From an optimization exercise on the open Yosys and OpenROAD flow, aimed at small area and a short achievable clock period; shortcuts taken in it are not production practice. Power is estimated from default activity; no workload was simulated.

==> flow/design.v <==
`timescale 1ns/1ps
module rvExecSlice (
    input  logic        clk,
    input  logic        rstN,
    input  logic        instValid,
    input  logic [31:0] instWord,
    input  logic [31:0] pc,
    input  logic [31:0] rs1Data,
    input  logic [31:0] rs2Data,
    output logic        resValid,
    output logic [4:0]  resRd,
    output logic        resRegWrite,
    output logic [31:0] resWbValue,
    output logic        resMemRead,
    output logic        resMemWrite,
    output logic [31:0] resMemAddr,
    output logic [1:0]  resMemSize,
    output logic        resBranchTaken,
    output logic [31:0] resNextPc,
    output logic        resHalt
);
    function automatic logic [31:0] rev32(input logic [31:0] v);
        for (int i = 0; i < 32; i++) rev32[i] = v[31-i];
    endfunction
    logic [6:0] opc0;
    logic [2:0] f30;
    logic       alt0;
    logic       isOp0, isOpI0, isLoad0, isStore0, isBr0, isJal0, isJalr0, isLui0, isAuipc0;
    logic       isAlu0, sub0, sll0;
    logic [31:0] immI0, immS0, immJ0, immU0, bSel0;
    logic [3:0] cls0;
    assign opc0     = instWord[6:0];
    assign f30      = instWord[14:12];
    assign alt0     = (instWord[31:25] == 7'h20);
    assign isOp0    = (opc0 == 7'b0110011);
    assign isOpI0   = (opc0 == 7'b0010011);
    assign isLoad0  = (opc0 == 7'b0000011);
    assign isStore0 = (opc0 == 7'b0100011);
    assign isBr0    = (opc0 == 7'b1100011);
    assign isJal0   = (opc0 == 7'b1101111);
    assign isJalr0  = (opc0 == 7'b1100111);
    assign isLui0   = (opc0 == 7'b0110111);
    assign isAuipc0 = (opc0 == 7'b0010111);
    assign isAlu0   = isOp0 | isOpI0;
    assign sub0 = isBr0 | (isAlu0 & f30[2:1] == 2'b01) | (isOp0 & f30 == 3'b000 & alt0);
    assign sll0 = isAlu0 & (f30 == 3'b001);
    assign immI0 = {{20{instWord[31]}}, instWord[31:20]};
    assign immS0 = {{20{instWord[31]}}, instWord[31:25], instWord[11:7]};
    assign immJ0 = {{12{instWord[31]}}, instWord[19:12], instWord[20], instWord[30:21], 1'b0};
    assign immU0 = {instWord[31:12], 12'b0};
    assign bSel0 = ({32{isOpI0 | isLoad0 | isJalr0}} & immI0) |
                   ({32{isStore0}} & immS0) |
                   ({32{isJal0}} & immJ0) |
                   ({32{isAuipc0}} & immU0) |
                   ({32{!(isOpI0 | isLoad0 | isJalr0 | isStore0 | isJal0 | isAuipc0)}} & rs2Data);
    always_comb begin
        if      (isOp0)    cls0 = 4'd1;
        else if (isOpI0)   cls0 = 4'd2;
        else if (isLoad0)  cls0 = 4'd3;
        else if (isStore0) cls0 = 4'd4;
        else if (isBr0)    cls0 = 4'd5;
        else if (isJal0)   cls0 = 4'd6;
        else if (isJalr0)  cls0 = 4'd7;
        else if (isLui0)   cls0 = 4'd8;
        else if (isAuipc0) cls0 = 4'd9;
        else               cls0 = 4'd0;
    end
    logic        v1;
    logic [31:0] a1, b1;
    logic        sub1;
    logic [3:0]  cls1;
    logic [31:7] iw1;
    logic [31:2] pc1;
    logic [4:0]  sa1;
    always_ff @(posedge clk or negedge rstN)
        if (!rstN) v1 <= 1'b0;
        else       v1 <= instValid;
    always_ff @(posedge clk) begin
        a1   <= (isJal0 | isAuipc0) ? {pc[31:2], 2'b00} : sll0 ? rev32(rs1Data) : rs1Data;
        b1   <= bSel0 ^ {32{sub0}};
        sub1 <= sub0;
        sa1  <= bSel0[4:0];    
        cls1 <= cls0;
        iw1  <= instWord[31:7];
        pc1  <= pc[31:2];
    end
    logic [2:0]  f31;
    logic        alt1;
    logic        isOp1, isOpI1, isLoad1, isStore1, isBr1, isJal1, isJalr1, isLui1, isAuipc1, isAlu1;
    logic [33:0] sumC1;
    logic [31:0] sum1, x1, sh1, tgt1;
    logic        cout1, eq1, lt1, ltu1, cmp1;
    logic        fill1;
    assign f31      = iw1[14:12];
    assign alt1     = (iw1[31:25] == 7'h20);
    assign isOp1    = (cls1 == 4'd1);
    assign isOpI1   = (cls1 == 4'd2);
    assign isLoad1  = (cls1 == 4'd3);
    assign isStore1 = (cls1 == 4'd4);
    assign isBr1    = (cls1 == 4'd5);
    assign isJal1   = (cls1 == 4'd6);
    assign isJalr1  = (cls1 == 4'd7);
    assign isLui1   = (cls1 == 4'd8);
    assign isAuipc1 = (cls1 == 4'd9);
    assign isAlu1   = isOp1 | isOpI1;
    assign sumC1 = {1'b0, a1, 1'b1} + {1'b0, b1, sub1};  
    assign sum1  = sumC1[32:1];
    assign cout1 = sumC1[33];
    assign x1    = a1 ^ b1;
    assign eq1   = &x1;                                   
    assign ltu1  = ~cout1;
    assign lt1   = (a1[31] == b1[31]) ? a1[31] : sum1[31];
    assign cmp1  = (isBr1 ? f31[1] : f31[0]) ? ltu1 : lt1;
    assign fill1 = f31[2] & alt1 & a1[31];
    assign sh1   = 32'($signed({fill1, a1}) >>> {sa1[4:3], 3'b000});
    assign tgt1  = {pc1, 2'b00} + {{20{iw1[31]}}, iw1[7], iw1[30:25], iw1[11:8], 1'b0};
    logic selSum1, selTgt1, selSh1, selXor1, selOr1, selAnd1, slt1;
    assign selTgt1 = isBr1;
    assign selSum1 = !(isAlu1 | isBr1) | (isAlu1 & f31 == 3'b000);
    assign selSh1  = isAlu1 & (f31[1:0] == 2'b01);
    assign slt1    = isAlu1 & (f31[2:1] == 2'b01);
    assign selXor1 = isAlu1 & (f31 == 3'b100);
    assign selOr1  = isAlu1 & (f31 == 3'b110);
    assign selAnd1 = isAlu1 & (f31 == 3'b111);
    logic [31:0] alu1;
    assign alu1 = ({32{selSum1}} & sum1) |
                  ({32{selTgt1}} & tgt1) |
                  ({32{selSh1}}  & sh1) |
                  ({32{selXor1}} & x1) |
                  ({32{selOr1}}  & (a1 | b1)) |
                  ({32{selAnd1}} & (a1 & b1));
    logic        illegal1, regWr1;
    logic [1:0]  wbSel1, size1;
    always_comb begin
        illegal1 = 1'b0;
        regWr1   = 1'b1;
        wbSel1   = 2'd0;    
        size1    = 2'd0;
        if (isOp1)
            illegal1 = (iw1[31:25] != 7'h00) && !(alt1 && (f31 == 3'b000 || f31 == 3'b101));
        else if (isOpI1)
            illegal1 = (f31 == 3'b001 || f31 == 3'b101) && (iw1[31:25] != 7'h00) &&
                       !(f31 == 3'b101 && alt1);
        else if (isLoad1) begin
            wbSel1   = 2'd1;
            illegal1 = (f31 == 3'b011 || f31[2:1] == 2'b11);
            size1    = (f31[1:0] == 2'b01) ? 2'd1 : (f31 == 3'b010) ? 2'd2 : 2'd0;
        end else if (isStore1) begin
            regWr1   = 1'b0;
            illegal1 = (f31[2] || f31[1:0] == 2'b11);
            size1    = (f31 == 3'b001) ? 2'd1 : (f31 == 3'b010) ? 2'd2 : 2'd0;
        end else if (isBr1) begin
            regWr1   = 1'b0;
            illegal1 = (f31[2:1] == 2'b01);
        end else if (isJal1 | isJalr1)
            wbSel1 = 2'd2;
        else if (isLui1)
            wbSel1 = 2'd3;
        else if (!isAuipc1) begin
            regWr1   = 1'b0;
            illegal1 = 1'b1;
        end
    end
    logic        v2;
    logic [31:0] a2;
    logic [31:2] pc42;
    logic [31:12] hi2;
    logic [4:0]  rd2;
    logic [2:0]  sh2;
    logic        fill2, sll2;
    logic        eq2, cmp2, slt2, isJ2, isJalr2, brEq2, brNe2, brLt2, brGe2;
    logic        memRd2, memWr2, illegal2, regWr2;
    logic [1:0]  wbSel2, size2;
    always_ff @(posedge clk or negedge rstN)
        if (!rstN) v2 <= 1'b0;
        else       v2 <= v1;
    always_ff @(posedge clk) begin
        a2       <= alu1;
        pc42     <= pc1 + 30'd1;
        hi2      <= iw1[31:12];
        rd2      <= iw1[11:7];
        sh2      <= selSh1 ? sa1[2:0] : 3'd0;
        fill2    <= fill1;
        sll2     <= selSh1 & ~f31[2];
        eq2      <= eq1;
        cmp2     <= cmp1;
        slt2     <= slt1;
        isJ2     <= isJal1 | isJalr1;
        isJalr2  <= isJalr1;
        brEq2    <= isBr1 & (f31 == 3'b000);
        brNe2    <= isBr1 & (f31 == 3'b001);
        brLt2    <= isBr1 & f31[2] & ~f31[0];
        brGe2    <= isBr1 & f31[2] & f31[0];
        memRd2   <= isLoad1;
        memWr2   <= isStore1;
        illegal2 <= illegal1;
        regWr2   <= regWr1;
        wbSel2   <= wbSel1;
        size2    <= size1;
    end
    logic [31:0] aS2, aR2, aF2, jt2, pc4F2, npc2, wb2;
    logic        taken2, sizeHalt2, pcHalt2, halt2;
    assign aS2    = 32'($signed({fill2, a2}) >>> sh2);
    assign aR2    = sll2 ? rev32(aS2) : aS2;
    assign aF2    = {aR2[31:1], aR2[0] | (slt2 & cmp2)};
    assign taken2 = isJ2 | (brEq2 & eq2) | (brNe2 & ~eq2) | (brLt2 & cmp2) | (brGe2 & ~cmp2);
    assign jt2    = {a2[31:1], a2[0] & ~isJalr2};      
    assign pc4F2  = {pc42, 2'b00};
    assign npc2   = taken2 ? jt2 : pc4F2;
    assign sizeHalt2 = (memRd2 || memWr2) &&
                       ((size2 == 2'd1 && a2[0]) || (size2 == 2'd2 && a2[1:0] != 2'b00));  
    assign pcHalt2   = taken2 && (jt2[1:0] != 2'b00);
    assign halt2     = illegal2 || sizeHalt2 || pcHalt2;
    always_comb begin
        case (wbSel2)
            2'd0:    wb2 = aF2;
            2'd1:    wb2 = 32'b0;
            2'd2:    wb2 = pc4F2;
            default: wb2 = {hi2, 12'b0};
        endcase
    end
    logic v3;
    always_ff @(posedge clk or negedge rstN)
        if (!rstN) v3 <= 1'b0;
        else       v3 <= v2;
    always_ff @(posedge clk) begin
        resRd          <= rd2;
        resRegWrite    <= regWr2 && !halt2;
        resWbValue     <= wb2;
        resMemRead     <= memRd2;
        resMemWrite    <= memWr2;
        resMemAddr     <= aF2;
        resMemSize     <= size2;
        resBranchTaken <= taken2;
        resNextPc      <= npc2;
        resHalt        <= halt2;
    end
    assign resValid = v3;
endmodule
clock: 5.0 ns
lec_check: 0
abc_area: 1
cap_margin: 20
core_margin: 2
core_utilization: 40
setup_slack_margin: 2.5
slew_margin: 20
standard.sh (not shown) runs the stock make flow with config.mk's settings and CLKGATE_MAP_FILE= SYNTH_SCRIPT=/design/flow/synth_recipe.tcl, a recipe that flattens the netlist after the stock synthesis.
==> flow/flow/run.sh <==
#!/bin/bash
# standard layout, but ports buffered with buf_2 instead of the default delay buffer
bash standard.sh BUFFER_PORTS_ARGS="-buffer_cell sky130_fd_sc_hd__buf_2" finish > standard.log 2>&1
Rerun with:
--- a/flow/config.mk
+++ b/flow/config.mk
@@ -8 +7,0 @@
-export ABC_AREA = 1
Die area decreases by a little under a tenth; final cell count fell by a quarter to a third; routed wire length drops by about a fifth.
Rerun with:
--- a/flow/config.mk
+++ b/flow/config.mk
@@ -7,0 +8 @@
+export ABC_AREA = 1
@@ -11 +12 @@
-export SETUP_SLACK_MARGIN = 2.5
+export SETUP_SLACK_MARGIN = 3.0
Result:
- The new run finished with timing, DRC and antenna clean
- total power rose by 3.4%
- area after synthesis rose by 10%
- fmax climbs by about 30%
- clock skew decreases by 0.0056 ns
- final area goes up by 18%
- via count grows by about 32%
- routed wire length rose by about 37%
- clock power hardly moves
- combinational power goes up by 13%
- worst hold slack improves by 0.0035 ns
No run of this note included a check of the RTL's function; only the layout flow was run.

static timing again, ports no longer ideal:
No port has a modelled driver above. Below, the same layouts with a new extraction and two added sets of constraints. Step 1 assumes that a clkbuf_16 drives the clock port and a buf_2 every other input. Step 2, shift: input delay + t, output delay - t, t = (earliest + latest rising clock arrival at the registers) / 2. This alone moves slack from input paths to output paths. Slacks: no drivers / after step 1 / after step 2; pairs: no drivers / after step 1.
run | t (ns) | setup WS [ns] | worst data-port slew with drivers (ns) | cell pins on the clock port's net
the first run | 0.631 | 2.573 / 2.573 / 2.022 | 0.07 | 1
the second run | 0.627 | 2.250 / 2.250 / 1.880 | 0.04 | 1
the third run | 0.636 | 2.908 / 2.878 / 2.381 | 0.07 | 1
After both steps setup and hold are still met in every run listed. For the first run, which loses most, drivers alone change the setup slack by 0.000 ns; drivers and shift together by -0.551 ns.
